Source: an optimization exercise on an open RTL-to-GDS flow (aim: small area). Production flows keep margins and buffers that such runs may drop. At most, simulation tests tie the RTL to the original design; equivalence was not proved. Only the layout flow was run in runs 2 and 3; the RTL was not checked for function there. Power is estimated from default activity; no workload was simulated.

File: flow/design.v
module record_packer #(
    parameter int unsigned P_LOG = 4,
    parameter int unsigned DATW  = 64,
    parameter int unsigned KEYW  = 32
) (
    input  logic                     CLK,
    input  logic                     RST,
    input  logic [DATW-1:0]          DIN,
    input  logic                     DINEN,
    input  logic                     DINLAST,
    input  logic                     FLUSH,
    output logic                     DIN_RDY,
    output logic [(DATW<<P_LOG)-1:0] DOT,
    output logic                     DOTEN,
    output logic [P_LOG:0]           DOTCNT,
    output logic                     DOTLAST
);
    localparam int unsigned LANES = 1 << P_LOG;
    localparam int unsigned BW    = DATW * LANES;
    localparam int unsigned CW    = P_LOG + 1;
    typedef logic [CW-1:0]    cnt_t;
    typedef logic [P_LOG-1:0] lane_t;
    logic          rdy_q;
    lane_t         cnt_q;
    lane_t         cnt_r;     
    logic [BW-1:0] dot_q;
    logic          doten_q;
    cnt_t          dotcnt_q;
    logic          dotlast_q;
    logic             accept;
    logic             close;
    logic [LANES-1:0] upd;    
    logic [LANES-1:0] nwr;    
    assign cnt_q  = cnt_r ^ lane_t'(LANES / 2);
    assign accept = DINEN & rdy_q;
    assign close  = (accept && ((cnt_q == lane_t'(LANES - 1)) || DINLAST || FLUSH))
                  || (FLUSH && (cnt_q != '0));
    always_comb begin
        for (int unsigned i = 0; i < LANES; i++) begin
            upd[i] = (lane_t'(i) >= cnt_q);
            nwr[i] = !(accept && (lane_t'(i) == cnt_q));
        end
    end
    always_ff @(posedge CLK) begin
        for (int unsigned i = 0; i < LANES; i++) begin
            dot_q[i*DATW +: DATW] <= (dot_q[i*DATW +: DATW] | {DATW{upd[i]}})
                                   & (DIN | {DATW{nwr[i]}});
        end
    end
    always_ff @(posedge CLK) begin
        if (RST) begin
            rdy_q   <= 1'b0;
            cnt_r   <= lane_t'(LANES / 2);
            doten_q <= 1'b0;
        end else begin
            rdy_q   <= 1'b1;
            cnt_r   <= (close ? lane_t'(0) : cnt_q + lane_t'(accept)) ^ lane_t'(LANES / 2);
            doten_q <= close;
        end
    end
    always_ff @(posedge CLK) begin
        dotcnt_q  <= cnt_t'(cnt_q) + cnt_t'(accept);
        dotlast_q <= accept & DINLAST;
    end
    assign DIN_RDY = rdy_q;
    assign DOT     = dot_q;
    assign DOTEN   = doten_q;
    assign DOTCNT  = dotcnt_q;
    assign DOTLAST = dotlast_q;
endmodule
File: flow/run.sh
#!/bin/bash
# synth_recipe.tcl (not shown) runs the flow's synth.tcl, then flattens the netlist and writes it again
# the make line also repeats each setting of config.mk as NAME=value (left out here)
make -C /OpenROAD-flow-scripts/flow DESIGN_CONFIG=/design/flow/config.mk WORK_HOME=/design/flow/orfs CLKGATE_MAP_FILE= SYNTH_SCRIPT=/design/flow/synth_recipe.tcl finish
File: flow/config.mk
export PLATFORM = sky130hd
export DESIGN_NAME = record_packer
export DESIGN_NICKNAME = record_packer
export VERILOG_FILES = /design/flow/design.v
export SDC_FILE = /design/flow/constraint.sdc
export NUM_CORES = 4
export LEC_CHECK = 0
export CAP_MARGIN = 20
export CORE_AREA = 2 2 648 108
export DIE_AREA = 0 0 650 110
export SLEW_MARGIN = 20
File: flow/constraint.sdc
create_clock -name core_clock -period 4.0 [get_ports {CLK}]
set_input_delay 0.8000 -clock core_clock [delete_from_list [all_inputs] [get_ports {CLK}]]
set_output_delay 0.8000 -clock core_clock [all_outputs]
set_load 0.01 [all_outputs]
==> run_results.csv, run 1 <==
group,metric,value,unit
place,place_ws,0.890,ns
route,routed_wl,132000,um
cells_and_area,regArea,20700,sq um
clocking,cts.sinks,1036,
synthesis,synth_top_area_share,65.7,%
die,boundaryPins,1101,
critical_path,start_kind,"register",
critical_path,cpPeakStageDelay,0.55,ns
place,globalplace.congestion,0.884,
die,num_rows,38,
min_path,hold_depth,1,
cells_and_area,fill_cells,4946,
timing,setup_ws,1.14,ns
pwr,power.density,423,nW/um^2
place,port_buffers,1100,
global_routing,antenna_found_initial,3,
route,drt_iter0_drc,2565,
synthesis,syn_area_per_cell,13.3,sq um
clocking,clock_latency,0.64,ns
synthesis,synth_largest_area_cell,"dfxtp_1",
critical_path,worstRegToRegCells,5,
global_routing,grt_start_max_net_pins,65,
critical_path,crit_fanout,44,
die,die_h,110,um
synthesis,synthDistinctLibCells,36,
global_routing,grt_pass1_wl,181000,um
route,wl_per_cell,30.9,um
clocking,cts-hold-fix-buffers,0,
synthesis,syn_area,31600,sq um
clocking,htreeDepth,3,
route,via_per_inst,5.92,
critical_path,critPathKind,"reg -> reg",
critical_path,cp_top_family,"simple AND/OR/NAND/NOR gates",
min_path,hp-class,"reg -> reg",
cells_and_area,multi_input_area,9370,sq um
route,postRouteAntennaNets,0,
pwr,p_leak,15.5,nW
clocking,cts.reportedPaths.clkPinSlew,0.09,ns
critical_path,worstReg2RegStart,"cnt_r[2]$_SDFF_PP0_",
critical_path,critPathRequiredTime,4.50,ns
die,die_w,650,um
clocking,post_cts_buffers,0,
die,floorplan.initialDensity,47.3,%
job,cap_violations,0,
critical_path,cp-end-kind,"register",
clocking,cts_resized,0,
route,vias,25400,
critical_path,rrSetupSlack,1.14,ns
critical_path,critPathBufInv,2,
timing,slew_violations,0,
clocking,cts_buffers,68,
critical_path,critPathMostFrequentCell,"buf_4",
timing,hold_viol,0,
die,dieArea,71500,sq um
timing,finalCritPeriodShare,71.5,%
min_path,min_to,"dot_q[451]$_DFF_P_",
synthesis,yosys_warnings,1,
clocking,cts.path.max_buffers,3,
timing,fin_setup_tns,0,ns
synthesis,synth_top_flop_cell,"dfxtp_1",
cells_and_area,final_net_count,3389,
pwr,peakVddDrop,0.000304,V
critical_path,reg2reg_to,"dot_q[664]$_DFF_P_",
clocking,root_buffer,"clkbuf_16",
critical_path,crit_chain,"buf_4 > nor2_1 > nand2_2 > buf_4 > o22a_1",
cells_and_area,syn_to_final_growth,42.4,%
place,place_area,42600,sq um
cells_and_area,layout-drive-gt1-share,5.29,%
global_routing,overflow,0,
synthesis,synth_edf_count,0,
critical_path,cp.arrival,3.36,ns
synthesis,synth_fp_nets,2453,
timing,skew,0.0300,ns
timing,finalSetupViolCount,0,
synthesis,netlist_instances,2382,
route,firstDrtPassIters,5,
die,core,66700,sq um
run_status,status,"complete, no violations",
synthesis,async_flop_share,0,%
timing,relSlewSlack,17.4,%
timing,fmax,350,MHz
synthesis,yosysMostFrequentCell,"dfxtp_1",
synthesis,seq_area_frac_synth,65.7,%
synthesis,synth_commonest_cells,"dfxtp_1 (1,036), o22a_1 (960), buf_2 (105)",
global_routing,grt_pass1_vias,23500,
place,dp_hpwl,91800,um
timing,finalCriticalPeriod,2.86,ns
cells_and_area,stdcell_area,45000,sq um
clocking,cts_tree,"yes",
global_routing,grt.total_usage,35.2,%
synthesis,synth_area_leaders,"dfxtp_1 (66%), o22a_1 (27%), buf_6 (1.9%), buf_2 (1.7%), nand2b_1 (1.3%)",
timing,worst_slew_pin_slew,1.24,ns
critical_path,worst_path_max_delay_cell,"nor2_1",
route,drc,0,
min_path,hold_path_startpoint,"dot_q[451]$_DFF_P_",
timing,rsz0062_at_grt,"no",
synthesis,synth_seq_cells,1036,
==> worst max path at each step <==
stage | from | end | slack, ns | cells after the start
after floorplan | DINEN | dot_q[1011]$_DFF_P_ | 2.17 | 6
after global placement | DINEN | dot_q[312]$_DFF_P_ | 0.93 | 6
after detailed placement | DINEN | dot_q[314]$_DFF_P_ | 0.89 | 6
after CTS | cnt_r[3]$_SDFF_PP1_ | dot_q[408]$_DFF_P_ | 1.22 | 3
after global routing | cnt_r[3]$_SDFF_PP1_ | dot_q[410]$_DFF_P_ | 1.03 | 3
final | cnt_r[2]$_SDFF_PP0_ | dot_q[664]$_DFF_P_ | 1.14 | 5
==> per-layer routing <==
metal,routed length (um),part of all wire [%],vias up,GRT usage [%]
li1,-,-,10900,-
met1,60700,46,13300,50.4
met2,59900,45,988,55.5
met3,9590,7.2,171,7.38
met4,2230,1.7,0,6.78
met5,0,0,-,0
==> power by group <==
part | switching [mW] | internal [mW] | total [mW]
clock | 3.87 | 4.06 | 7.93
sequential | 0.0368 | 10.4 | 10.4
combinational | 0.439 | 0.257 | 0.696
==> area by class of cell <==
class / instances / area share, %
Clock inverter: 31 / 0.910
Multi-Input combinational cell: 1079 / 20.8
Clock buffer: 89 / 4.32
Timing Repair Buffer: 1131 / 25.2
Inverter: 2 / 0.0167
Sequential cell: 1036 / 46.1
Antenna cell: 1 / 0.00556
Tap cell: 920 / 2.56
==> layout by cell type (no fill, tap or decap), types with 2 or more instances in the layout <==
cell type and count:
clkdlybuf4s50_1 1099, dfxtp_1 1035, o22a_1 960, clkbuf_16 71, nand2b_1 64, buf_4 22
clkinv_2 15, clkbuf_8 10, bufinv_16 9, nand2_4 8, clkbuf_1 8, nand2_2 7
buf_12 7, nand3_4 4, and3_1 4, clkinvlp_4 4, and2_1 3, nor2_4 3
and4b_1 2, o21ai_4 2, a21oi_4 2, nand3_1 2, a21oi_1 2, ha_1 2
==> cells by family after synthesis <==
family	synth area share, %
buf+inv	4.95
flops	65.7
simple gates	2.25
compound gates	27.0
xor+xnor	0.0555
fa+ha+maj	0.0792
==> registers in the layout, indices dropped and copies added (netlist names) <==
signal	count
dot_q	1024
rdy_q	1
doten_q	1
dotlast_q	1
dotcnt_q	5
cnt_r	4
==> stage by stage <==
step | util [%] | hold slack, ns | power [mW] | std cells
after floorplan | - | 0.492 | 10.9 | 2382
after global placement | 63.8 | 0.456 | 11.3 | 4165
after detailed placement | 63.8 | 0.460 | 11.3 | 4165
after CTS | 67.3 | 0.478 | 19.0 | 4285
after global routing | 67.4 | 0.488 | 19.5 | 4288
final | 67.4 | 0.476 | 19.0 | 4289
==> inputs of run 2 (changes only) <==
--- a/flow/design.v
+++ b/flow/design.v
@@ -22,7 +22,6 @@
     typedef logic [P_LOG-1:0] lane_t;
     logic          rdy_q;
     lane_t         cnt_q;
-    lane_t         cnt_r;     
     logic [BW-1:0] dot_q;
     logic          doten_q;
     cnt_t          dotcnt_q;
@@ -31,7 +30,6 @@
     logic             close;
     logic [LANES-1:0] upd;    
     logic [LANES-1:0] nwr;    
-    assign cnt_q  = cnt_r ^ lane_t'(LANES / 2);
     assign accept = DINEN & rdy_q;
     assign close  = (accept && ((cnt_q == lane_t'(LANES - 1)) || DINLAST || FLUSH))
                   || (FLUSH && (cnt_q != '0));
@@ -50,11 +48,11 @@
     always_ff @(posedge CLK) begin
         if (RST) begin
             rdy_q   <= 1'b0;
-            cnt_r   <= lane_t'(LANES / 2);
+            cnt_q   <= '0;
             doten_q <= 1'b0;
         end else begin
             rdy_q   <= 1'b1;
-            cnt_r   <= (close ? lane_t'(0) : cnt_q + lane_t'(accept)) ^ lane_t'(LANES / 2);
+            cnt_q   <= close ? lane_t'(0) : cnt_q + lane_t'(accept);
             doten_q <= close;
         end
     end
==> run 2 against run 1 <==
Against the previous run: critical path depth fell by 2; sequential power hardly changed; clock-buffer cell count stayed put; utilization up 0.29 points; worst setup slack got worse by 0.22 ns; critical path type unchanged; largest power group unchanged; highest routed layer is now met5.
==> run_results.csv, run 2 <==
group,metric,value,unit
critical_path,cp.arrival,3.58,ns
critical_path,rrSetupSlack,0.92,ns
clocking,cts_tree,"yes",
synthesis,synth_top_area_share,65.9,%
route,wl_met3,10900,um
global_routing,grt_pass1_wl,185000,um
critical_path,worstReg2RegStart,"cnt_q[2]$_SDFF_PP0_",
route,drc,0,
die,boundaryPins,1101,
min_path,hold_depth,2,
clocking,cts.sinks,1036,
pwr,power.share.switching,22.6,%
timing,rsz0062_at_grt,"no",
synthesis,synth_top_flop_cell,"dfxtp_1",
global_routing,grt_start_max_net_pins,65,
timing,hold_viol,0,
cells_and_area,syn_to_final_growth,43.4,%
critical_path,cp-end-kind,"register",
timing,fmax,325,MHz
timing,finalCritPeriodShare,77.0,%
route,dr.max_layer_used,"met5",
clocking,clock_latency,0.63,ns
die,num_rows,38,
die,floorplan.initialDensity,47.2,%
cells_and_area,mostFrequentLayoutCell,"clkdlybuf4s50_1",
clocking,cts.reportedPaths.clkPinSlew,0.09,ns
global_routing,overflow,0,
synthesis,synth_seq_cells,1036,
timing,fin_setup_tns,0,ns
die,core,66700,sq um
cells_and_area,stdcell_area,45200,sq um
global_routing,grt.total_usage,35.9,%
synthesis,synthDistinctLibCells,35,
route,drt_iter0_drc,2480,
place,port_buffers,1100,
run_status,status,"complete, no violations",
synthesis,synth_xor_area_share,0.0556,%
cells_and_area,layout-drive-gt1-share,5.08,%
cells_and_area,final_cell_mix,"clkdlybuf4s50_1 (1,098), dfxtp_1 (1,035), o22a_1 (896), clkbuf_16 (69), inv_1 (67)",
job,cap_violations,0,
clocking,root_buffer,"clkbuf_16",
route,wl_per_cell,30.8,um
pwr,peakVddDrop,0.000268,V
synthesis,synthMuxAreaShare,0,%
critical_path,start_kind,"register",
synthesis,async_flop_share,0,%
synthesis,yosys.area_share.simple,2.17,%
critical_path,critPathRequiredTime,4.50,ns
place,dp_hpwl,94200,um
synthesis,synthAdderAreaFrac,0.0795,%
min_path,hold_path_startpoint,"dot_q[479]$_DFF_P_",
synthesis,synth_area_leaders,"dfxtp_1 (66%), o22a_1 (25%), buf_2 (2.4%), a2bb2oi_1 (1.8%), nand2b_1 (1.3%)",
die,die_w,650,um
synthesis,yosysMostFrequentCell,"dfxtp_1",
route,postRouteAntennaNets,0,
pwr,p_leak,16.3,nW
clocking,cts_resized,0,
synthesis,synth_edf_count,0,
synthesis,synth_compound_area_share,27.0,%
pwr,seqPwrFrac,54.5,%
clocking,cts.path.max_buffers,3,
clocking,htreeDepth,3,
cells_and_area,regArea,20700,sq um
route,firstDrtPassIters,7,
die,dieArea,71500,sq um
place,place_area,42700,sq um
cells_and_area,largest_reg_flops,1024,
min_path,hp-class,"reg -> reg",
cells_and_area,final_net_count,3447,
pwr,combPwrFrac,3.7,%
synthesis,netlist_instances,2447,
timing,relSlewSlack,19.7,%
pwr,p_clk_share,41.9,%
synthesis,synth_fp_nets,2518,
route,via_per_inst,5.87,
global_routing,antenna_found_initial,1,
timing,skew,0.0183,ns
synthesis,synth_commonest_cells,"dfxtp_1 (1,036), o22a_1 (896), buf_2 (151)",
critical_path,crit_fanout,64,
synthesis,synth_largest_area_cell,"dfxtp_1",
route,wl_met2,59700,um
timing,finalCriticalPeriod,3.08,ns
place,globalplace.congestion,0.885,
synthesis,synth_top_family_by_area,"compound AO/OA/AOI/OAI gates",
pwr,total_power,19.1,mW
synthesis,seq_area_frac_synth,65.9,%
clocking,cts_buffers,68,
clocking,cts-hold-fix-buffers,0,
cells_and_area,fill_cells,4970,
timing,worst_slew_pin_slew,1.20,ns
timing,slew_violations,0,
critical_path,worstRegToRegCells,3,
route,routed_wl,134000,um
min_path,min_to,"dot_q[479]$_DFF_P_",
cells_and_area,top_register,"dot_q",
die,die_h,110,um
critical_path,critPathKind,"reg -> reg",
pwr,p_int,14.8,mW
cells_and_area,multi_input_area,9360,sq um
cells_and_area,reg_top3,"dot_q x1024, dotcnt_q x5, cnt_q x4",
synthesis,yosys_warnings,1,
route,vias,25500,
pwr,power.density,423,nW/um^2
pwr,net-switching-power,4.31,mW
timing,finalSetupViolCount,0,
critical_path,reg2reg_to,"dot_q[790]$_DFF_P_",
route,m1WireLength,60800,um
global_routing,grt_pass1_vias,24300,
synthesis,syn_area_per_cell,12.9,sq um
clocking,post_cts_buffers,0,
synthesis,syn_area,31500,sq um
cells_and_area,final_util,67.7,%
run 2: final cells by class:
| cell class | count | share of cell area (%) |
|---|---|---|
| repair buffers | 1125 | 25.0 |
| clock inverters | 32 | 1.01 |
| multi-input cells | 1078 | 20.7 |
| clock buffers | 89 | 4.26 |
| well taps | 920 | 2.55 |
| inverters | 67 | 0.557 |
| flip-flops and latches | 1036 | 45.9 |
| diodes | 3 | 0.0166 |
run 2: worst max-delay path, stage by stage, from the launching register on:
cell and delay (ns):
dfxtp_1 1.00, and2_1 0.65, nand2_4 0.70, o22a_1 0.48
run 2: how the worst max path moves through the flow:
stage	from	endpoint	slack [ns]	cells after the start
global placement	DINEN	dot_q[530]$_DFF_P_	1.01	6
floorplan	DINEN	dot_q[1007]$_DFF_P_	2.19	6
finish	cnt_q[2]$_SDFF_PP0_	dot_q[790]$_DFF_P_	0.92	3
global route	cnt_q[2]$_SDFF_PP0_	dot_q[788]$_DFF_P_	0.87	3
CTS	cnt_q[2]$_SDFF_PP0_	dot_q[787]$_DFF_P_	1.04	3
detailed placement	DINEN	dot_q[529]$_DFF_P_	0.86	6
run 2: layer usage:
layer	vias up	track usage (%)
met2	1025	55.9
met3	184	9.16
met1	13400	50.9
met4	2	7.18
li1	11000	-
met5	-	0.538
run 2: power by group through the flow:
stage,clock network [mW],logic [mW],registers (mW)
floorplan,0,0.246,10.7
global placement,0,0.677,10.6
detailed placement,0,0.681,10.6
CTS,8.00,0.682,10.4
global route,8.45,0.709,10.4
finish,7.99,0.700,10.4
run 2: cells by family after synthesis:
group                      Yosys count
adders and majority gates            2
and+or+nand+nor                    106
AOI/OAI and AO/OA                  968
DFF                               1036
buffers and inverters              333
xor gates and xnor gates             2
run 2: metrics by stage:
stage	std cells	hold slack, ns	worst slack (ns)
finish	4350	0.447	0.921
global route	4347	0.468	0.865
CTS	4344	0.450	1.04
detailed placement	4223	0.440	0.858
global placement	4223	0.437	1.01
floorplan	2447	0.472	2.19
==> inputs of run 3 (changes only) <==
--- a/flow/config.mk
+++ b/flow/config.mk
@@ -6,6 +6,6 @@
 export NUM_CORES = 4
 export LEC_CHECK = 0
 export CAP_MARGIN = 20
-export CORE_AREA = 2 2 648 108
-export DIE_AREA = 0 0 650 110
+export CORE_MARGIN = 2
+export CORE_UTILIZATION = 40
 export SLEW_MARGIN = 20
==> run 3 against run 2 <==
Against the previous run: the flow now stops in I/O pin placement (3_2_place_iop); synthesized area is the same; synthesized cell count is the same.
==> run_results.csv, run 3 <==
group,metric,value,unit
run_status,status,"did not finish",
run_status,stop_stage,"I/O pin placement (3_2_place_iop)",
run_status,error,"[ERROR PPL-0024] Number of IO pins (1101) exceeds maximum number of available positions (1026). Increase the die perimeter from 1138.38um to 1497.36um.",
synthesis,synth_largest_area_cell,"dfxtp_1",
synthesis,synth_top_area_share,65.9,%
synthesis,seq_area_frac_synth,65.9,%
synthesis,synth_area_leaders,"dfxtp_1 (66%), o22a_1 (25%), buf_2 (2.4%), a2bb2oi_1 (1.8%), nand2b_1 (1.3%)",
synthesis,synth_seq_cells,1036,
synthesis,synth_top_flop_cell,"dfxtp_1",
die,floorplan.initialDensity,40.5,%
synthesis,synth_commonest_cells,"dfxtp_1 (1,036), o22a_1 (896), buf_2 (151)",
die,num_rows,102,
die,die_h,285,um
synthesis,synthDistinctLibCells,35,
synthesis,async_flop_share,0,%
synthesis,netlist_instances,2447,
synthesis,synth_fp_nets,2518,
synthesis,synth_edf_count,0,
die,die_w,285,um
synthesis,syn_area_per_cell,12.9,sq um
synthesis,yosysMostFrequentCell,"dfxtp_1",
synthesis,yosys_warnings,1,
synthesis,syn_area,31500,sq um
[run 3: cell counts after synthesis]
No cell type changed its count.
[run 3: cells by family after synthesis]
| group | count (synthesis) | synth area share, % |
|---|---|---|
| xor gates and xnor gates | 2 | 0.0556 |
| DFF | 1036 | 65.9 |
| buffers and inverters | 333 | 4.81 |
| adders and majority gates | 2 | 0.0794 |
| and+or+nand+nor | 106 | 2.17 |
| AOI/OAI and AO/OA | 968 | 27.0 |
==> inputs of run 4 (changes only) <==
--- a/flow/design.v
+++ b/flow/design.v
@@ -22,6 +22,7 @@
     typedef logic [P_LOG-1:0] lane_t;
     logic          rdy_q;
     lane_t         cnt_q;
+    lane_t         cnt_r;     
     logic [BW-1:0] dot_q;
     logic          doten_q;
     cnt_t          dotcnt_q;
@@ -30,6 +31,7 @@
     logic             close;
     logic [LANES-1:0] upd;    
     logic [LANES-1:0] nwr;    
+    assign cnt_q  = cnt_r ^ lane_t'(LANES / 2);
     assign accept = DINEN & rdy_q;
     assign close  = (accept && ((cnt_q == lane_t'(LANES - 1)) || DINLAST || FLUSH))
                   || (FLUSH && (cnt_q != '0));
@@ -48,11 +50,11 @@
     always_ff @(posedge CLK) begin
         if (RST) begin
             rdy_q   <= 1'b0;
-            cnt_q   <= '0;
+            cnt_r   <= lane_t'(LANES / 2);
             doten_q <= 1'b0;
         end else begin
             rdy_q   <= 1'b1;
-            cnt_q   <= close ? lane_t'(0) : cnt_q + lane_t'(accept);
+            cnt_r   <= (close ? lane_t'(0) : cnt_q + lane_t'(accept)) ^ lane_t'(LANES / 2);
             doten_q <= close;
         end
     end
==> flow/flow/run.sh (new file) <==
#!/bin/bash
# Standard ORFS layout with two changes: the port buffers are buf_1 instead of the
# resizer's default choice, and CTS inserts no dummy loads.
set -euo pipefail
export BUFFER_PORTS_ARGS="-buffer_cell sky130_fd_sc_hd__buf_1"
export CTS_ARGS="-sink_clustering_enable -repair_clock_nets -dont_use_dummy_load"
bash standard.sh finish > standard_flow.log 2>&1
==> flow/standard.sh (new file) <==
#!/bin/bash
# synth_recipe.tcl (not shown) runs the flow's synth.tcl, then flattens the netlist and writes it again
# the make line also repeats each setting of config.mk as NAME=value (left out here)
make -C /OpenROAD-flow-scripts/flow DESIGN_CONFIG=/design/flow/config.mk WORK_HOME=/design/flow/orfs CLKGATE_MAP_FILE= SYNTH_SCRIPT=/design/flow/synth_recipe.tcl "${@:-finish}"
--- a/flow/config.mk
+++ b/flow/config.mk
@@ -6,6 +6,6 @@
 export NUM_CORES = 4
 export LEC_CHECK = 0
 export CAP_MARGIN = 20
-export CORE_MARGIN = 2
-export CORE_UTILIZATION = 40
+export CORE_AREA = 2 2 648 108
+export DIE_AREA = 0 0 650 110
 export SLEW_MARGIN = 20
removed: flow/run.sh
==> run 4 against run 3 <==
Against the previous run: synthesized cell count fell by 2.7%; synthesized area rose by 0.25%; the run now finishes clean.
==> run_results.csv, run 4 <==
group,metric,value,unit
run_status,status,"complete, no violations",
place,globalplace.congestion,0.880,
synthesis,synth_top_flop_cell,"dfxtp_1",
route,vias,24800,
clocking,cts.path.max_buffers,3,
global_routing,antenna_found_initial,2,
critical_path,cp.arrival,3.36,ns
timing,finalSetupViolCount,0,
critical_path,worst_path_max_delay_cell,"nand3_4",
route,drc,0,
route,m1WireLength,51300,um
route,wl_met2,57300,um
die,dieArea,71500,sq um
min_path,hp-class,"in -> reg",
clocking,cts-hold-fix-buffers,0,
timing,relSlewSlack,16.3,%
synthesis,synth_fp_nets,2453,
timing,fin_setup_tns,0,ns
synthesis,netlist_instances,2382,
place,place_ws,1.15,ns
clocking,root_buffer,"clkbuf_16",
clocking,htreeDepth,3,
cells_and_area,reg_top3,"dot_q x1024, dotcnt_q x5, cnt_r x4",
synthesis,synth_seq_cells,1036,
synthesis,synth_area_leaders,"dfxtp_1 (66%), o22a_1 (27%), buf_6 (1.9%), buf_2 (1.7%), nand2b_1 (1.3%)",
die,num_rows,38,
synthesis,synth_edf_count,0,
global_routing,overflow,0,
cells_and_area,layout-drive-gt1-share,4.89,%
synthesis,synth_commonest_cells,"dfxtp_1 (1,036), o22a_1 (960), buf_2 (105)",
cells_and_area,mostFrequentLayoutCell,"buf_1",
critical_path,crit_chain,"buf_4 > nand3_4 > o22a_1",
clocking,cts.reportedPaths.clkPinSlew,0.08,ns
route,drt_iter0_drc,2246,
timing,fmax,347,MHz
critical_path,cp-end-kind,"register",
cells_and_area,fill_cells,5886,
place,dp_hpwl,80300,um
cells_and_area,top_register,"dot_q",
route,firstDrtPassIters,5,
critical_path,cpPeakStageDelay,0.93,ns
global_routing,grt_pass1_vias,23600,
clocking,clock_latency,0.61,ns
timing,finalCritPeriodShare,72.1,%
critical_path,critPathRequiredTime,4.48,ns
synthesis,syn_area,31600,sq um
timing,rsz0062_at_grt,"no",
place,port_buffers,1100,
synthesis,synthDistinctLibCells,36,
timing,hold_viol,0,
job,cap_violations,0,
global_routing,grt_start_max_net_pins,65,
synthesis,yosys_warnings,1,
global_routing,grt_pass1_wl,163000,um
pwr,p_leak,11.8,nW
clocking,cts_resized,0,
pwr,power.density,467,nW/um^2
clocking,cts.sinks,1036,
synthesis,syn_area_per_cell,13.3,sq um
synthesis,yosysMostFrequentCell,"dfxtp_1",
synthesis,async_flop_share,0,%
die,floorplan.initialDensity,47.3,%
cells_and_area,largest_reg_flops,1024,
critical_path,crit_fanout,64,
route,postRouteAntennaNets,0,
route,routed_wl,118000,um
timing,worst_slew_pin_slew,1.26,ns
die,die_w,650,um
timing,slew_violations,0,
timing,finalCriticalPeriod,2.88,ns
timing,setup_ws,1.12,ns
route,wl_met3,6770,um
cells_and_area,syn_to_final_growth,19.0,%
synthesis,synth_top_area_share,65.7,%
clocking,cts_buffers,69,
synthesis,seq_area_frac_synth,65.7,%
critical_path,critPathKind,"reg -> reg",
cells_and_area,final_cell_mix,"buf_1 (1,089), dfxtp_1 (1,035), o22a_1 (960), clkbuf_16 (69), nand2b_1 (64)",
global_routing,grt.total_usage,31.0,%
die,boundaryPins,1101,
route,dr.max_layer_used,"met4",
cells_and_area,final_net_count,3408,
pwr,peakVddDrop,0.000234,V
route,wl_per_cell,27.6,um
synthesis,synth_largest_area_cell,"dfxtp_1",
clocking,cts_tree,"yes",
clocking,post_cts_buffers,0,
die,die_h,110,um
critical_path,start_kind,"register",
timing,skew,0.0319,ns
cells_and_area,diodes,0,
die,core,66700,sq um
route,via_per_inst,5.83,
==> run 4: changes by cell type after synthesis, moves of 6 or more <==
cell       change
a2bb2oi_1     -64
buf_1          +7
buf_2         -46
buf_4          +6
buf_6         +44
clkbuf_1      -12
inv_1         -66
o22a_1        +64
==> run 4: critical path, delay by kind of cell (launching register included) <==
family / cells / cell delay, ns
flip-flops: 1 / 0.56
AND/OR/NAND/NOR: 1 / 0.93
buffers and inverters: 1 / 0.66
AO/OA/AOI/OAI: 1 / 0.46
==> run 4: power breakdown <==
group	leakage, nW	switching (mW)	internal (mW)
combinational	2.52	0.420	0.157
clock	0.850	3.50	3.07
sequential	8.40	0.0351	10.4
total	11.8	3.96	13.6
==> run 4: metrics by stage <==
| stage | cells | instance area (sq um) | power, mW | hold WS, ns | util, % |
|---|---|---|---|---|---|
| 2_1_floorplan | 2382 | 31600 | 10.9 | 0.492 | - |
| 3_3_place_gp | 4182 | 35800 | 11.2 | 0.457 | 53.7 |
| 3_5_place_dp | 4185 | 35800 | 11.2 | 0.459 | 53.7 |
| 4_1_cts | 4254 | 37600 | 17.6 | 0.358 | 56.3 |
| 5_1_grt | 4255 | 37600 | 18.0 | 0.381 | 56.3 |
| 6_report | 4255 | 37600 | 17.6 | 0.382 | 56.3 |
==> run 4: worst paths after layout <==
check / from / endpoint / slack, ns / depth (start not counted)
worst max-delay path: cnt_r[3]$_SDFF_PP1_ / dot_q[286]$_DFF_P_ / 1.12 / 3
worst min-delay path: RST / rdy_q$_DFF_P_ / 0.38 / 2
worst max register to register: cnt_r[3]$_SDFF_PP1_ / dot_q[286]$_DFF_P_ / 1.12 / 3
worst min register to register: dot_q[448]$_DFF_P_ / dot_q[448]$_DFF_P_ / 0.48 / 1
==> run 4: kinds of logic after synthesis <==
group | count (synthesis) | share of synthesized area, %
buf+inv | 267 | 4.95
simple gates | 106 | 2.25
xor+xnor | 2 | 0.0555
compound gates | 969 | 27.0
flops | 1036 | 65.7
fa+ha+maj | 2 | 0.0792
==> run 4: cell type report <==
class / count / area, sq um / share of cell area, %
clock buffers: 69 / 1730 / 4.59
inverters: 2 / 7.51 / 0.0200
multi-input cells: 1079 / 9380 / 24.9
flip-flops and latches: 1036 / 20700 / 55.2
well taps: 920 / 1150 / 3.06
repair buffers: 1149 / 4580 / 12.2
==> run 4: metal layers <==
layer,global-route usage (%),vias to the layer above
li1,-,10900
met1,41.4,12900
met2,53.3,825
met3,5.34,165
met4,7.43,0
met5,0,-
==> inputs of run 5 (changes only) <==
==> flow/flow/run.sh (replaced) <==
#!/bin/bash
# Standard ORFS layout with these changes: the port buffers are buf_1 instead of the
# resizer's default choice, and CTS inserts no dummy loads and clusters more sinks per
# leaf buffer.
set -euo pipefail
export BUFFER_PORTS_ARGS="-buffer_cell sky130_fd_sc_hd__buf_1"
export CTS_ARGS="-sink_clustering_enable -repair_clock_nets -dont_use_dummy_load -sink_clustering_size 28 -sink_clustering_max_diameter 60"
bash standard.sh finish > standard_flow.log 2>&1
==> run 5 against run 4 <==
Against the previous run: non-clock buffer count grew 1; synthesized cell count is the same; cell count shrank 0.59%; critical path depth is the same; sequential power is essentially flat; via count shrank 0.50%; fmax grew 1.9%; worst setup slack gained 0.054 ns; wire length shrank 1.0%; clock skew shrank 0.0068 ns; still clean on timing, DRC and antenna; global-route usage shrank 0.25 points; synthesized area is the same.
==> run_results.csv, run 5 <==
group,metric,value,unit
synthesis,syn_area,31600,sq um
critical_path,cp-end-kind,"register",
critical_path,cpPeakStageDelay,0.94,ns
critical_path,crit_chain,"buf_4 > nand3_4 > o22a_1",
global_routing,grt_pass1_wl,162000,um
synthesis,synth_fp_nets,2453,
clocking,cts-hold-fix-buffers,0,
clocking,clock_latency,0.63,ns
route,routed_wl,116000,um
global_routing,gr-usage-met1,41.2,%
synthesis,netlist_instances,2382,
place,place_area,35800,sq um
clocking,root_buffer,"clkbuf_16",
synthesis,synth_seq_cells,1036,
global_routing,grt_start_max_net_pins,65,
global_routing,overflow,0,
synthesis,synth_top_flop_cell,"dfxtp_1",
timing,finalCriticalPeriod,2.83,ns
place,dp_hpwl,80300,um
route,via_per_inst,5.84,
min_path,hp-class,"in -> reg",
route,drt_iter0_drc,2291,
timing,finalCritPeriodShare,70.7,%
die,core,66700,sq um
cells_and_area,mostFrequentLayoutCell,"buf_1",
die,boundaryPins,1101,
route,firstDrtPassIters,9,
critical_path,critPathKind,"reg -> reg",
cells_and_area,final_cell_mix,"buf_1 (1,087), dfxtp_1 (1,035), o22a_1 (960), nand2b_1 (64), clkbuf_16 (42)",
timing,relSlewSlack,18.6,%
clocking,post_cts_buffers,0,
synthesis,seq_area_frac_synth,65.7,%
critical_path,worst_path_max_delay_cell,"nand3_4",
timing,slew_violations,0,
synthesis,synthDistinctLibCells,36,
route,vias,24700,
timing,setup_ws,1.17,ns
critical_path,critPathRequiredTime,4.51,ns
synthesis,yosysMostFrequentCell,"dfxtp_1",
clocking,cts.reportedPaths.clkPinSlew,0.11,ns
pwr,power.density,437,nW/um^2
cells_and_area,layout-drive-gt1-share,4.20,%
timing,rsz0062_at_grt,"no",
timing,skew,0.0251,ns
timing,worst_slew_pin_slew,1.22,ns
cells_and_area,final_net_count,3382,
cells_and_area,reg_top3,"dot_q x1024, dotcnt_q x5, cnt_r x4",
clocking,cts_resized,0,
die,num_rows,38,
global_routing,antenna_found_initial,2,
critical_path,cp_top_family,"simple AND/OR/NAND/NOR gates",
cells_and_area,stdcell_area,36900,sq um
critical_path,start_kind,"register",
job,cap_violations,0,
global_routing,grt_pass1_vias,23200,
die,die_w,650,um
synthesis,syn_area_per_cell,13.3,sq um
timing,hold_slack,0.340,ns
cells_and_area,top_register,"dot_q",
global_routing,grt-busiest-layer,"met2",
place,dp.cells,4185,
route,wl_per_cell,27.5,um
route,drc,0,
die,die_h,110,um
critical_path,cp.arrival,3.34,ns
timing,fin_setup_tns,0,ns
critical_path,critPathBufInv,1,
clocking,htreeDepth,2,
run_status,status,"complete, no violations",
timing,fmax,353,MHz
clocking,cts_tree,"yes",
synthesis,synth_commonest_cells,"dfxtp_1 (1,036), o22a_1 (960), buf_2 (105)",
clocking,cts.path.max_buffers,3,
critical_path,crit_fanout,64,
place,port_buffers,1100,
pwr,p_leak,11.5,nW
synthesis,synth_top_area_share,65.7,%
route,postRouteAntennaNets,0,
cells_and_area,syn_to_final_growth,17.0,%
die,dieArea,71500,sq um
clocking,cts_buffers,42,
synthesis,yosys_warnings,1,
die,floorplan.initialDensity,47.3,%
cells_and_area,largest_reg_flops,1024,
global_routing,grt.total_usage,30.7,%
synthesis,synth_edf_count,0,
global_routing,met3_usage,4.98,%
timing,finalSetupViolCount,0,
timing,hold_viol,0,
synthesis,synth_largest_area_cell,"dfxtp_1",
place,place_ws,1.15,ns
place,globalplace.congestion,0.880,
clocking,cts.sinks,1036,
synthesis,synth_area_leaders,"dfxtp_1 (66%), o22a_1 (27%), buf_6 (1.9%), buf_2 (1.7%), nand2b_1 (1.3%)",
cells_and_area,instances_no_fill,4230,
synthesis,async_flop_share,0,%
global_routing,gr-usage-met2,53.2,%
pwr,peakVddDrop,0.000278,V
[run 5: cell counts after synthesis]
Identical to the previous run, type by type.
[run 5: final cells by class]
class	count	area, sq um
tap	920	1150
fill	5956	29800
sequential	1036	20700
multi-input combinational	1079	9380
inverter	2	7.51
antenna	1	2.50
timing repair buffer	1150	4590
clock buffer	42	1050
[run 5: metrics by stage]
step | total power [mW] | utilization, %
floorplan | 10.9 | -
global placement | 11.2 | 53.7
detailed placement | 11.2 | 53.7
CTS | 16.2 | 55.3
global route | 16.6 | 55.4
finish | 16.1 | 55.4
[run 5: final timing paths]
kind	startpoint	endpoint	slack [ns]	cells after the start
setup / recovery	cnt_r[3]$_SDFF_PP1_	dot_q[412]$_DFF_P_	1.17	3
setup reg to reg	cnt_r[3]$_SDFF_PP1_	dot_q[412]$_DFF_P_	1.17	3
hold reg to reg	dot_q[454]$_DFF_P_	dot_q[454]$_DFF_P_	0.48	1
hold / removal	RST	rdy_q$_DFF_P_	0.34	2
[run 5: cell families after synthesis]
group	Yosys count	synth area share [%]
AOI/OAI and AO/OA	969	27.0
DFF	1036	65.7
buffers and inverters	267	4.95
xor gates and xnor gates	2	0.0555
adders and majority gates	2	0.0792
and+or+nand+nor	106	2.25
[run 5: worst reg2reg max path: cells and delay by family (launching register included)]
| kind | cells | cell delay, ns |
|---|---|---|
| AND/OR/NAND/NOR | 1 | 0.95 |
| flip-flops | 1 | 0.57 |
| AO/OA/AOI/OAI | 1 | 0.54 |
| buffers and inverters | 1 | 0.66 |
[run 5: metal layers]
| metal | share of wire [%] | routed length (um) |
|---|---|---|
| met4 | 1.8 | 2120 |
| met5 | 0 | 0 |
| met1 | 44 | 51100 |
| met3 | 5.3 | 6130 |
| met2 | 49 | 57000 |
[run 5: power breakdown]
part	switching [mW]	internal (mW)
registers	0.0353	10.4
clock network	3.25	1.91
logic	0.418	0.158
==> inputs of run 6 (changes only) <==
--- a/flow/config.mk
+++ b/flow/config.mk
@@ -8,4 +8,5 @@
 export CAP_MARGIN = 20
 export CORE_AREA = 2 2 648 108
 export DIE_AREA = 0 0 650 110
+export PLACE_DENSITY = 0.8
 export SLEW_MARGIN = 20
==> run 6 against run 5 <==
Against the previous run: still clean on timing, DRC and antenna; utilization up 0.33 points; clock power is 1% lower; global-route usage down 0.32 points; die area is the same; non-clock buffer count grew 34; synthesized area unchanged; flip-flop and latch count stayed put; combinational power rose by 15%; first-iteration DRC count grew 42%; largest power group unchanged.
==> run_results.csv, run 6 <==
group,metric,value,unit
run_status,status,"complete, no violations",
synthesis,syn_area,31600,sq um
synthesis,synth_top_area_share,65.7,%
timing,fmax,329,MHz
critical_path,critPathKind,"reg -> reg",
timing,skew,0.0267,ns
critical_path,cp.arrival,3.54,ns
critical_path,crit_fanout,44,
route,vias,25400,
global_routing,antenna_found_initial,5,
die,floorplan.initialDensity,47.3,%
cells_and_area,top_register,"dot_q",
critical_path,start_kind,"register",
die,core,66700,sq um
clocking,htreeDepth,2,
pwr,peakVddDrop,0.000282,V
timing,relSlewSlack,19.7,%
die,dieArea,71500,sq um
clocking,cts_tree,"yes",
timing,finalCriticalPeriod,3.04,ns
route,firstDrtPassIters,6,
pwr,power.density,435,nW/um^2
synthesis,synth_largest_area_cell,"dfxtp_1",
clocking,clock_latency,0.61,ns
synthesis,syn_area_per_cell,13.3,sq um
global_routing,grt_pass1_wl,159000,um
timing,hold_viol,0,
route,postRouteAntennaNets,0,
job,cap_violations,0,
clocking,cts_resized,0,
die,boundaryPins,1101,
timing,slew_violations,0,
critical_path,worstRegToRegCells,4,
synthesis,synthDistinctLibCells,36,
synthesis,async_flop_share,0,%
clocking,cts_buffers,42,
critical_path,critPathRequiredTime,4.49,ns
synthesis,yosysMostFrequentCell,"dfxtp_1",
synthesis,synth_top_flop_cell,"dfxtp_1",
route,routed_wl,117000,um
timing,worst_slew_pin_slew,1.20,ns
clocking,cts.sinks,1036,
place,port_buffers,1100,
clocking,cts.reportedPaths.clkPinSlew,0.11,ns
route,drt_iter0_drc,3243,
route,wl_per_cell,27.5,um
place,dp.cells,4221,
cells_and_area,instances_no_fill,4267,
synthesis,synth_edf_count,0,
min_path,hold_depth,2,
global_routing,grt.total_usage,30.4,%
cells_and_area,final_net_count,3416,
pwr,p_leak,11.5,nW
place,dp_hpwl,80200,um
place,globalplace.congestion,0.871,
cells_and_area,syn_to_final_growth,17.7,%
place,place_area,36100,sq um
global_routing,grt_start_max_net_pins,65,
synthesis,seq_area_frac_synth,65.7,%
timing,hold_slack,0.422,ns
timing,finalSetupViolCount,0,
clocking,cts.path.max_buffers,3,
cells_and_area,mostFrequentLayoutCell,"buf_1",
cells_and_area,final_cell_mix,"buf_1 (1,093), dfxtp_1 (1,035), o22a_1 (960), buf_4 (78), nand2b_1 (64)",
synthesis,synth_area_leaders,"dfxtp_1 (66%), o22a_1 (27%), buf_6 (1.9%), buf_2 (1.7%), nand2b_1 (1.3%)",
synthesis,synth_fp_nets,2453,
die,die_h,110,um
clocking,root_buffer,"clkbuf_16",
timing,rsz0062_at_grt,"no",
route,drc,0,
cells_and_area,stdcell_area,37100,sq um
synthesis,netlist_instances,2382,
synthesis,synth_seq_cells,1036,
cells_and_area,reg_top3,"dot_q x1024, dotcnt_q x5, cnt_r x4",
die,die_w,650,um
synthesis,yosys_warnings,1,
route,via_per_inst,5.94,
critical_path,cp-end-kind,"register",
global_routing,overflow,0,
cells_and_area,final_util,55.7,%
synthesis,synth_commonest_cells,"dfxtp_1 (1,036), o22a_1 (960), buf_2 (105)",
timing,fin_setup_tns,0,ns
die,num_rows,38,
timing,finalCritPeriodShare,76.0,%
cells_and_area,layout-drive-gt1-share,5.00,%
min_path,hp-class,"in -> reg",
clocking,cts-hold-fix-buffers,0,
global_routing,grt_pass1_vias,23200,
cells_and_area,largest_reg_flops,1024,
clocking,post_cts_buffers,0,
==> run 6: where the power goes <==
| group | total, mW | internal, mW | leakage, nW | switching (mW) |
|---|---|---|---|---|
| clock network | 5.09 | 1.91 | 0.518 | 3.18 |
| logic | 0.661 | 0.170 | 2.59 | 0.491 |
| registers | 10.4 | 10.4 | 8.40 | 0.0342 |
==> run 6: cells by family after synthesis <==
| kind of cell | synth area share [%] |
|---|---|
| AOI/OAI and AO/OA | 27.0 |
| xor gates and xnor gates | 0.0555 |
| adders and majority gates | 0.0792 |
| buffers and inverters | 4.95 |
| DFF | 65.7 |
| and+or+nand+nor | 2.25 |
==> run 6: layer usage <==
metal	wire [um]	track usage (%)
met1	45400	38.0
met2	56700	52.1
met3	11200	7.21
met4	3900	11.5
met5	255	2.08
==> run 6: per-stage QoR <==
| stage | worst slack, ns | power [mW] |
|---|---|---|
| after floorplan | 2.17 | 10.9 |
| after global placement | 1.13 | 11.3 |
| after detailed placement | 1.08 | 11.3 |
| after CTS | 1.04 | 16.1 |
| after global routing | 0.870 | 16.5 |
| final | 0.959 | 16.1 |
==> run 6: path summary, 6_finish.rpt <==
| path | startpoint | endpoint | slack (ns) |
|---|---|---|---|
| worst max-delay path | cnt_r[3]$_SDFF_PP1_ | dot_q[953]$_DFF_P_ | 0.96 |
| worst min-delay path | RST | rdy_q$_DFF_P_ | 0.42 |
| worst max register to register | cnt_r[3]$_SDFF_PP1_ | dot_q[953]$_DFF_P_ | 0.96 |
| worst min register to register | dot_q[508]$_DFF_P_ | dot_q[508]$_DFF_P_ | 0.48 |
==> run 6: critical path, stage by stage, from the launching register on <==
cell and delay (ns):
dfxtp_4 0.53, nor2b_1 0.76, nand2_2 0.85, buf_4 0.52, o22a_1 0.24
==> run 6: area by class of cell <==
cell class                      instances  area [sq um]
Antenna cell                            4          10.0
Clock buffer                           42          1050
Fill cell                            5735         29600
Inverter                                2          7.51
Multi-Input combinational cell       1079          9340
Sequential cell                      1036         20700
Tap cell                              920          1150
Timing Repair Buffer                 1184          4840
==> inputs of run 7 (changes only) <==
--- a/flow/config.mk
+++ b/flow/config.mk
@@ -5,8 +5,7 @@
 export SDC_FILE = /design/flow/constraint.sdc
 export NUM_CORES = 4
 export LEC_CHECK = 0
-export CAP_MARGIN = 20
+export CAP_MARGIN = 0
 export CORE_AREA = 2 2 648 108
 export DIE_AREA = 0 0 650 110
-export PLACE_DENSITY = 0.8
-export SLEW_MARGIN = 20
+export SLEW_MARGIN = 0
==> run 7 against run 6 <==
Against the previous run: critical path depth shrank 1; die area is the same; fmax grew 7.5%; synthesized cell count is the same; wire length shrank 0.66%; power shrank 0.15%; global-route usage grew 0.095 points; register-to-register slack gained 0.21 ns; sequential power is essentially flat; sequential share of layout area grew 0.46 points; cell count shrank 1.0%; worst hold slack lost 0.045 ns.
==> run_results.csv, run 7 <==
group,metric,value,unit
global_routing,grt_start_max_net_pins,65,
timing,finalCriticalPeriod,2.83,ns
synthesis,synth_largest_area_cell,"dfxtp_1",
timing,fin_setup_tns,0,ns
synthesis,yosys_warnings,1,
die,core,66700,sq um
timing,skew,0.0207,ns
synthesis,netlist_instances,2382,
place,globalplace.congestion,0.880,
die,dieArea,71500,sq um
clocking,cts.path.max_buffers,3,
clocking,cts.sinks,1036,
route,postRouteAntennaNets,0,
critical_path,rrSetupSlack,1.17,ns
cells_and_area,mostFrequentLayoutCell,"buf_1",
timing,rsz0062_at_grt,"no",
critical_path,cp-end-kind,"register",
synthesis,synth_area_leaders,"dfxtp_1 (66%), o22a_1 (27%), buf_6 (1.9%), buf_2 (1.7%), nand2b_1 (1.3%)",
timing,hold_slack,0.377,ns
clocking,htreeDepth,2,
critical_path,critPathKind,"reg -> reg",
route,wl_per_cell,27.6,um
route,drt_iter0_drc,2039,
place,dp_hpwl,80200,um
die,die_w,650,um
cells_and_area,instances_no_fill,4224,
timing,finalCritPeriodShare,70.7,%
clocking,cts_tree,"yes",
synthesis,synth_commonest_cells,"dfxtp_1 (1,036), o22a_1 (960), buf_2 (105)",
die,num_rows,38,
min_path,hp-class,"in -> reg",
clocking,root_buffer,"clkbuf_16",
cells_and_area,diodes,0,
job,cap_violations,0,
clocking,cts.reportedPaths.clkPinSlew,0.11,ns
critical_path,cp.arrival,3.34,ns
critical_path,start_kind,"register",
clocking,clock_latency,0.63,ns
synthesis,syn_area,31600,sq um
place,dp.cells,4182,
global_routing,antenna_found_initial,0,
synthesis,synth_seq_cells,1036,
die,boundaryPins,1101,
synthesis,synthDistinctLibCells,36,
synthesis,synth_top_flop_cell,"dfxtp_1",
pwr,p_leak,11.4,nW
synthesis,synth_top_area_share,65.7,%
global_routing,met3_usage,5.64,%
clocking,cts-hold-fix-buffers,0,
timing,slew_violations,0,
route,via_per_inst,5.85,
die,floorplan.initialDensity,47.3,%
timing,finalSetupViolCount,0,
timing,relSlewSlack,12.0,%
cells_and_area,reg_top3,"dot_q x1024, dotcnt_q x5, cnt_r x4",
synthesis,yosysMostFrequentCell,"dfxtp_1",
run_status,status,"complete, no violations",
global_routing,grt_pass1_vias,23300,
cells_and_area,syn_to_final_growth,16.7,%
global_routing,grt.total_usage,30.5,%
route,drc,0,
timing,hold_viol,0,
clocking,post_cts_buffers,0,
timing,worst_slew_pin_slew,1.32,ns
place,port_buffers,1100,
clocking,cts_resized,0,
critical_path,crit_fanout,64,
route,routed_wl,117000,um
cells_and_area,top_register,"dot_q",
global_routing,overflow,0,
synthesis,synth_fp_nets,2453,
synthesis,synth_edf_count,0,
route,firstDrtPassIters,5,
critical_path,critPathRequiredTime,4.51,ns
synthesis,seq_area_frac_synth,65.7,%
cells_and_area,final_cell_mix,"buf_1 (1,100), dfxtp_1 (1,035), o22a_1 (960), nand2b_1 (64), clkbuf_16 (42)",
global_routing,grt_pass1_wl,160000,um
cells_and_area,layout-drive-gt1-share,3.66,%
global_routing,grt-busiest-layer,"met2",
die,die_h,110,um
timing,fmax,354,MHz
cells_and_area,stdcell_area,36800,sq um
pwr,peakVddDrop,0.000266,V
clocking,cts_buffers,42,
synthesis,async_flop_share,0,%
place,place_ws,1.13,ns
cells_and_area,final_net_count,3377,
cells_and_area,largest_reg_flops,1024,
global_routing,gr-usage-met1,40.1,%
place,place_area,35800,sq um
route,vias,24700,
timing,setup_ws,1.17,ns
synthesis,syn_area_per_cell,13.3,sq um
pwr,power.density,438,nW/um^2
global_routing,gr-usage-met2,52.6,%
run 7: changes by cell type in the layout (fill, tap and decap cells not counted), sizes merged:
cell / delta
clkbuf: -4
buf: -35
diode: -4
run 7: per-stage QoR:
step                utilization, %  power, mW
floorplan                        -       10.9
global placement              53.7       11.2
detailed placement            53.7       11.2
CTS                           55.2       16.1
global route                  55.2       16.6
finish                        55.2       16.1
run 7: cell families after synthesis:
group                      Yosys count  synth area share [%]
DFF                               1036                  65.7
adders and majority gates            2                0.0792
xor gates and xnor gates             2                0.0555
buffers and inverters              267                  4.95
AOI/OAI and AO/OA                  969                  27.0
and+or+nand+nor                    106                  2.25
run 7: power breakdown:
part	internal [mW]	total (mW)	switching (mW)
Clock	1.91	5.15	3.24
Sequential	10.4	10.4	0.0348
Combinational	0.152	0.571	0.419
run 7: layout make-up:
cell class / count / area (sq um)
sequential: 1036 / 20700
timing repair buffer: 1145 / 4520
inverter: 2 / 7.51
fill: 5937 / 29900
clock buffer: 42 / 1050
multi-input combinational: 1079 / 9380
tap: 920 / 1150
run 7: critical path, cell delays in order, from the launching register on:
cell and delay (ns):
dfxtp_1 0.89, and4_1 0.54, nand3_4 0.74, o22a_1 0.47
run 7: routing by layer:
layer	wire, um	part of all wire, %
met1	50300	43
met2	56500	48
met3	6940	5.9
met4	2900	2.5
met5	0	0
run 7: worst paths after layout:
kind                            start            endpoint  cells after the start
setup / recovery  cnt_r[1]$_SDFF_PP0_  dot_q[511]$_DFF_P_                      3
hold / removal                    RST       rdy_q$_DFF_P_                      2
hold reg to reg    dot_q[464]$_DFF_P_  dot_q[464]$_DFF_P_                      1
setup reg to reg  cnt_r[1]$_SDFF_PP0_  dot_q[511]$_DFF_P_                      3
==> inputs of run 8 (changes only) <==
--- a/flow/config.mk
+++ b/flow/config.mk
@@ -6,6 +6,6 @@
 export NUM_CORES = 4
 export LEC_CHECK = 0
 export CAP_MARGIN = 0
-export CORE_AREA = 2 2 648 108
-export DIE_AREA = 0 0 650 110
+export CORE_AREA = 2 2 678 78
+export DIE_AREA = 0 0 680 80
 export SLEW_MARGIN = 0
==> run 8 against run 7 <==
Against the previous run: wire length fell by 13%; worst setup slack improved by 0.037 ns; flip-flop and latch count did not move; clock skew rose by 0.00059 ns; critical endpoint is now dot_q[504]$_DFF_P_; sequential power barely moved; global-route usage rose by 5.6 points; still clean on timing, DRC and antenna; cell area fell by 0.96%; critical path depth did not move; power fell by 0.31%; die area fell by 24%; highest routed layer unchanged; non-clock buffer count fell by 17; synthesized area did not move.
==> run_results.csv, run 8 <==
group,metric,value,unit
cells_and_area,layout-drive-gt1-share,3.16,%
route,drc,0,
cells_and_area,largest_reg_flops,1024,
global_routing,grt_pass1_wl,144000,um
timing,fmax,358,MHz
timing,finalCritPeriodShare,69.8,%
clocking,root_buffer,"clkbuf_16",
synthesis,synth_largest_area_cell,"dfxtp_1",
job,cap_violations,0,
synthesis,syn_area_per_cell,13.3,sq um
min_path,hp-class,"in -> reg",
synthesis,synthDistinctLibCells,36,
global_routing,antenna_found_initial,0,
clocking,cts_buffers,42,
place,globalplace.congestion,0.850,
timing,relSlewSlack,6.61,%
die,die_h,80,um
pwr,peakVddDrop,0.000331,V
cells_and_area,final_net_count,3360,
timing,finalSetupViolCount,0,
global_routing,grt.total_usage,36.1,%
timing,finalCriticalPeriod,2.79,ns
timing,skew,0.0213,ns
die,die_w,680,um
place,place_area,35400,sq um
die,floorplan.initialDensity,63.7,%
route,postRouteAntennaNets,0,
synthesis,synth_area_leaders,"dfxtp_1 (66%), o22a_1 (27%), buf_6 (1.9%), buf_2 (1.7%), nand2b_1 (1.3%)",
critical_path,cp.arrival,3.31,ns
synthesis,synth_top_area_share,65.7,%
critical_path,critPathRequiredTime,4.52,ns
clocking,cts.sinks,1036,
synthesis,synth_seq_cells,1036,
global_routing,overflow,0,
synthesis,synth_edf_count,0,
synthesis,synth_top_flop_cell,"dfxtp_1",
clocking,cts.path.max_buffers,3,
synthesis,async_flop_share,0,%
route,routed_wl,102000,um
synthesis,seq_area_frac_synth,65.7,%
cells_and_area,reg_top3,"dot_q x1024, dotcnt_q x5, cnt_r x4",
die,num_rows,27,
critical_path,start_kind,"register",
route,vias,24500,
die,dieArea,54400,sq um
timing,worst_slew_pin_slew,1.40,ns
global_routing,grt_pass1_vias,22500,
clocking,cts_resized,0,
synthesis,yosysMostFrequentCell,"dfxtp_1",
die,core,49600,sq um
cells_and_area,syn_to_final_growth,15.6,%
cells_and_area,stdcell_area,36500,sq um
clocking,cts.reportedPaths.clkPinSlew,0.11,ns
route,drt_iter0_drc,2226,
clocking,clock_latency,0.65,ns
cells_and_area,top_register,"dot_q",
clocking,cts-hold-fix-buffers,0,
timing,hold_viol,0,
pwr,power.density,441,nW/um^2
critical_path,cp-end-kind,"register",
place,dp_hpwl,69200,um
clocking,htreeDepth,2,
timing,rsz0062_at_grt,"no",
synthesis,yosys_warnings,1,
cells_and_area,mostFrequentLayoutCell,"buf_1",
clocking,post_cts_buffers,0,
global_routing,grt_start_max_net_pins,65,
timing,slew_violations,0,
critical_path,crit_fanout,64,
cells_and_area,final_cell_mix,"buf_1 (1,100), dfxtp_1 (1,035), o22a_1 (960), nand2b_1 (64), clkbuf_16 (42)",
die,boundaryPins,1101,
clocking,cts_tree,"yes",
route,firstDrtPassIters,5,
synthesis,netlist_instances,2382,
timing,fin_setup_tns,0,ns
critical_path,critPathKind,"reg -> reg",
synthesis,synth_fp_nets,2453,
route,wl_per_cell,25.6,um
run_status,status,"complete, no violations",
route,via_per_inst,6.14,
synthesis,syn_area,31600,sq um
pwr,p_leak,11.3,nW
place,port_buffers,1100,
synthesis,synth_commonest_cells,"dfxtp_1 (1,036), o22a_1 (960), buf_2 (105)",
==> run 8: path summary, 6_finish.rpt <==
path	cells after the start	slack (ns)	startpoint	to
setup / recovery	3	1.21	cnt_r[1]$_SDFF_PP0_	dot_q[504]$_DFF_P_
setup reg to reg	3	1.21	cnt_r[1]$_SDFF_PP0_	dot_q[504]$_DFF_P_
hold / removal	2	0.35	RST	rdy_q$_DFF_P_
hold reg to reg	1	0.48	dot_q[503]$_DFF_P_	dot_q[503]$_DFF_P_
==> run 8: layout make-up <==
type | count | area [sq um]
diodes | 3 | 7.51
clock buffers | 42 | 1050
fillers | 3698 | 13100
inverters | 2 | 7.51
multi-input cells | 1079 | 9370
flip-flops and latches | 1036 | 20700
well taps | 696 | 871
repair buffers | 1128 | 4440
==> run 8: cell families after synthesis <==
family                     share of synthesized area (%)
and+or+nand+nor                                     2.25
xor gates and xnor gates                          0.0555
adders and majority gates                         0.0792
buffers and inverters                               4.95
DFF                                                 65.7
AOI/OAI and AO/OA                                   27.0
==> run 8: per-layer routing <==
metal | up-vias | routed length (um) | global-route usage, %
li1 | 10800 | - | -
met1 | 12500 | 43400 | 48.4
met2 | 1036 | 47500 | 60.6
met3 | 185 | 9050 | 7.85
met4 | 0 | 2040 | 8.49
met5 | - | 0 | 0
==> run 8: power by group <==
group	leakage, nW	internal, mW	switching [mW]
clock network	0.518	1.91	3.24
logic	2.41	0.142	0.389
registers	8.40	10.4	0.0339
==> run 8: worst max-delay path: stages (launching register included) <==
cell,delay [ns]
dfxtp_1,0.87
and4_1,0.53
nand3_4,0.76
o22a_1,0.45
==> run 8: per-stage QoR <==
| step | worst slack, ns | total power [mW] | std cells | utilization (%) | hold WS (ns) |
|---|---|---|---|---|---|
| global placement | 1.28 | 11.1 | 3941 | 71.4 | 0.454 |
| floorplan | 2.17 | 10.9 | 2382 | - | 0.492 |
| detailed placement | 1.22 | 11.2 | 3941 | 71.4 | 0.459 |
| global route | 1.12 | 16.5 | 3983 | 73.6 | 0.306 |
| finish | 1.21 | 16.1 | 3986 | 73.6 | 0.346 |
| CTS | 1.30 | 16.1 | 3983 | 73.6 | 0.313 |
==> inputs of run 9 (changes only) <==
--- a/flow/config.mk
+++ b/flow/config.mk
@@ -5,7 +5,7 @@
 export SDC_FILE = /design/flow/constraint.sdc
 export NUM_CORES = 4
 export LEC_CHECK = 0
-export CAP_MARGIN = 0
+export CAP_MARGIN = 20
 export CORE_AREA = 2 2 678 78
 export DIE_AREA = 0 0 680 80
-export SLEW_MARGIN = 0
+export SLEW_MARGIN = 20
==> run 9 against run 8 <==
Against the previous run: still clean on timing, DRC and antenna; fmax rose by 0.19%; register-to-register slack about the same; worst hold slack better by 0.00086 ns; global-route usage unchanged; first-iteration DRC count is the same; utilization increased by 0.16 points; critical path depth unchanged; clock power is essentially flat; synthesized cell count unchanged; highest routed layer unchanged.
==> run_results.csv, run 9 <==
group,metric,value,unit
route,routed_wl,102000,um
clocking,root_buffer,"clkbuf_16",
global_routing,grt_pass1_vias,22500,
critical_path,critPathLaunch,"cnt_r[1]$_SDFF_PP0_",
min_path,hold_path_startpoint,"RST",
cells_and_area,largest_reg_flops,1024,
cells_and_area,fill_cells,3675,
die,boundaryPins,1101,
route,firstDrtPassIters,6,
synthesis,syn_area,31600,sq um
pwr,combPwrFrac,3.3,%
critical_path,worstRegToRegCells,3,
clocking,cts_resized,0,
place,dp.cells,3941,
synthesis,syn_area_per_cell,13.3,sq um
run_status,status,"complete, no violations",
timing,hold_slack,0.347,ns
timing,hold_viol,0,
clocking,cts.reportedPaths.clkPinSlew,0.11,ns
critical_path,cpPeakStageDelay,0.87,ns
clocking,cts.path.max_buffers,3,
critical_path,cp_top_family,"simple AND/OR/NAND/NOR gates",
timing,fmax,359,MHz
critical_path,critPathKind,"reg -> reg",
pwr,power.share.switching,22.8,%
critical_path,cp-end-kind,"register",
min_path,hp-class,"in -> reg",
critical_path,crit_fanout,64,
critical_path,critPathRequiredTime,4.53,ns
critical_path,worst_path_max_delay_cell,"dfxtp_1",
synthesis,yosysMostFrequentCell,"dfxtp_1",
pwr,p_clk_share,32.0,%
cells_and_area,stdcell_area,36600,sq um
synthesis,synth_xor_area_share,0.0555,%
synthesis,netlist_instances,2382,
place,port_buffers,1100,
global_routing,overflow,0,
route,drt_iter0_drc,2226,
timing,finalCritPeriodShare,69.6,%
critical_path,reg2reg_to,"dot_q[412]$_DFF_P_",
die,dieArea,54400,sq um
die,floorplan.initialDensity,63.7,%
pwr,p_leak,11.4,nW
pwr,seqPwrFrac,64.7,%
place,place_ws,1.22,ns
global_routing,grt_start_max_net_pins,65,
clocking,cts-hold-fix-buffers,0,
critical_path,worstReg2RegStart,"cnt_r[1]$_SDFF_PP0_",
critical_path,rrSetupSlack,1.21,ns
synthesis,synth_top_flop_cell,"dfxtp_1",
critical_path,start_kind,"register",
die,die_w,680,um
cells_and_area,instances_no_fill,3992,
timing,slew_violations,0,
pwr,net-switching-power,3.66,mW
synthesis,seq_area_frac_synth,65.7,%
synthesis,synth_area_leaders,"dfxtp_1 (66%), o22a_1 (27%), buf_6 (1.9%), buf_2 (1.7%), nand2b_1 (1.3%)",
timing,rsz0062_at_grt,"no",
global_routing,grt.total_usage,36.1,%
pwr,power.density,440,nW/um^2
pwr,total_power,16.1,mW
place,globalplace.congestion,0.850,
place,place_area,35400,sq um
cells_and_area,final_cell_mix,"buf_1 (1,096), dfxtp_1 (1,035), o22a_1 (960), nand2b_1 (64), clkbuf_16 (42)",
cells_and_area,reg_top3,"dot_q x1024, dotcnt_q x5, cnt_r x4",
cells_and_area,mostFrequentLayoutCell,"buf_1",
die,core,49600,sq um
cells_and_area,syn_to_final_growth,15.8,%
cells_and_area,final_net_count,3364,
cells_and_area,top_register,"dot_q",
synthesis,synth_compound_area_share,27.0,%
timing,skew,0.0167,ns
route,wl_per_cell,25.6,um
critical_path,crit_chain,"and4b_1 > nand3_4 > o22a_1",
synthesis,synth_top_family_by_area,"compound AO/OA/AOI/OAI gates",
cells_and_area,final_util,73.7,%
route,via_per_inst,6.09,
synthesis,yosys_warnings,1,
synthesis,synthDistinctLibCells,36,
synthesis,synth_seq_cells,1036,
timing,relSlewSlack,11.8,%
die,num_rows,27,
global_routing,grt_pass1_wl,144000,um
clocking,post_cts_buffers,0,
synthesis,synth_edf_count,0,
route,drc,0,
pwr,p_int,12.4,mW
min_path,hold_depth,2,
synthesis,synth_top_area_share,65.7,%
synthesis,synthMuxAreaShare,0,%
timing,worst_slew_pin_slew,1.32,ns
route,vias,24300,
timing,fin_setup_tns,0,ns
min_path,min_to,"rdy_q$_DFF_P_",
timing,finalSetupViolCount,0,
synthesis,yosys.area_share.simple,2.25,%
clocking,htreeDepth,2,
critical_path,cp.arrival,3.31,ns
pwr,peakVddDrop,0.000322,V
place,dp_hpwl,69200,um
clocking,clock_latency,0.64,ns
cells_and_area,layout-drive-gt1-share,3.40,%
synthesis,synth_commonest_cells,"dfxtp_1 (1,036), o22a_1 (960), buf_2 (105)",
synthesis,synthAdderAreaFrac,0.0793,%
job,cap_violations,0,
timing,setup_ws,1.21,ns
global_routing,antenna_found_initial,0,
die,die_h,80,um
clocking,cts.sinks,1036,
clocking,cts_tree,"yes",
timing,finalCriticalPeriod,2.79,ns
synthesis,synth_largest_area_cell,"dfxtp_1",
route,postRouteAntennaNets,0,
synthesis,async_flop_share,0,%
clocking,cts_buffers,42,
critical_path,critPathBufInv,0,
synthesis,synth_fp_nets,2453,
[run 9: layout make-up]
cell class	count	area, sq um	area share (%)
Timing Repair Buffer	1132	4510	12.3
Antenna cell	5	12.5	0.0342
Inverter	2	7.51	0.0205
Multi-Input combinational cell	1079	9370	25.6
Tap cell	696	871	2.38
Clock buffer	42	1050	2.87
Sequential cell	1036	20700	56.7
[run 9: worst max path at each step]
stage | depth (start not counted) | endpoint | slack (ns)
after detailed placement | 5 | dot_q[298]$_DFF_P_ | 1.22
after global placement | 5 | dot_q[297]$_DFF_P_ | 1.28
final | 3 | dot_q[412]$_DFF_P_ | 1.21
after CTS | 3 | dot_q[412]$_DFF_P_ | 1.30
after global routing | 3 | dot_q[494]$_DFF_P_ | 1.11
after floorplan | 6 | dot_q[1011]$_DFF_P_ | 2.17
[run 9: worst reg2reg max path, cell delays in order, from the launching register on]
cell and delay [ns]:
dfxtp_1 0.87, and4b_1 0.55, nand3_4 0.75, o22a_1 0.51
[run 9: logic make-up (layout without fill, tap and decap cells)]
family / after synthesis / count (layout)
fa+ha+maj: 2 / 2
other cells: 0 / 5
flops: 1036 / 1036
buf+inv: 267 / 1176
xor+xnor: 2 / 2
compound gates: 969 / 969
simple gates: 106 / 106
[run 9: power groups by stage]
stage / Sequential, mW / Clock, mW / Combinational (mW)
finish: 10.4 / 5.14 / 0.538
floorplan: 10.7 / 0 / 0.238
global placement: 10.6 / 0 / 0.507
global route: 10.4 / 5.53 / 0.550
CTS: 10.4 / 5.14 / 0.514
detailed placement: 10.6 / 0 / 0.513
[run 9: routing by layer]
metal | global-route usage, % | share of wire [%] | up-vias | wire, um
li1 | - | - | 10800 | -
met1 | 48.4 | 42 | 12300 | 43500
met2 | 60.6 | 47 | 1046 | 47700
met3 | 7.85 | 9.0 | 181 | 9170
met4 | 8.49 | 1.9 | 0 | 1970
met5 | 0 | 0 | - | 0

what the ideal ports hide:
Ports are ideal in the flow. The routed layouts listed here were re-timed in OpenROAD.
Step 1 (the two cells are an assumption about what drives the block):
set clk [get_ports {CLK}]
set_driving_cell -lib_cell sky130_fd_sc_hd__clkbuf_16 $clk
set_driving_cell -lib_cell sky130_fd_sc_hd__buf_2 [delete_from_list [all_inputs] $clk]
Step 2 adds t to the input delays and takes it off the output delays; t is the mean of the earliest and latest rising clock arrival at the registers after step 1. Input paths then give back, and output paths get back, about the clock's delay inside the block.
a / b / c = ideal ports / drivers / drivers and shift; a / b = the first two.
| run | t, ns | setup slack, ns | cell pins on the clock port's net |
|---|---|---|---|
| run 1 | 0.712 | 1.142 / 1.142 / 0.673 | 1 |
| run 2 | 0.697 | 0.921 / 0.921 / 0.752 | 1 |
| run 4 | 0.670 | 1.116 / 1.116 / 0.975 | 1 |
| run 5 | 0.695 | 1.170 / 1.170 / 1.018 | 1 |
| run 6 | 0.637 | 0.959 / 0.959 / 0.939 | 1 |
| run 7 | 0.684 | 1.172 / 1.172 / 0.995 | 1 |
| run 8 | 0.729 | 1.209 / 1.209 / 1.154 | 1 |
| run 9 | 0.726 | 1.214 / 1.214 / 1.156 | 1 |
After both steps setup and hold are still met in every run listed. For run 1, which loses most, drivers alone change the setup slack by 0.000 ns; drivers and shift together by -0.469 ns.
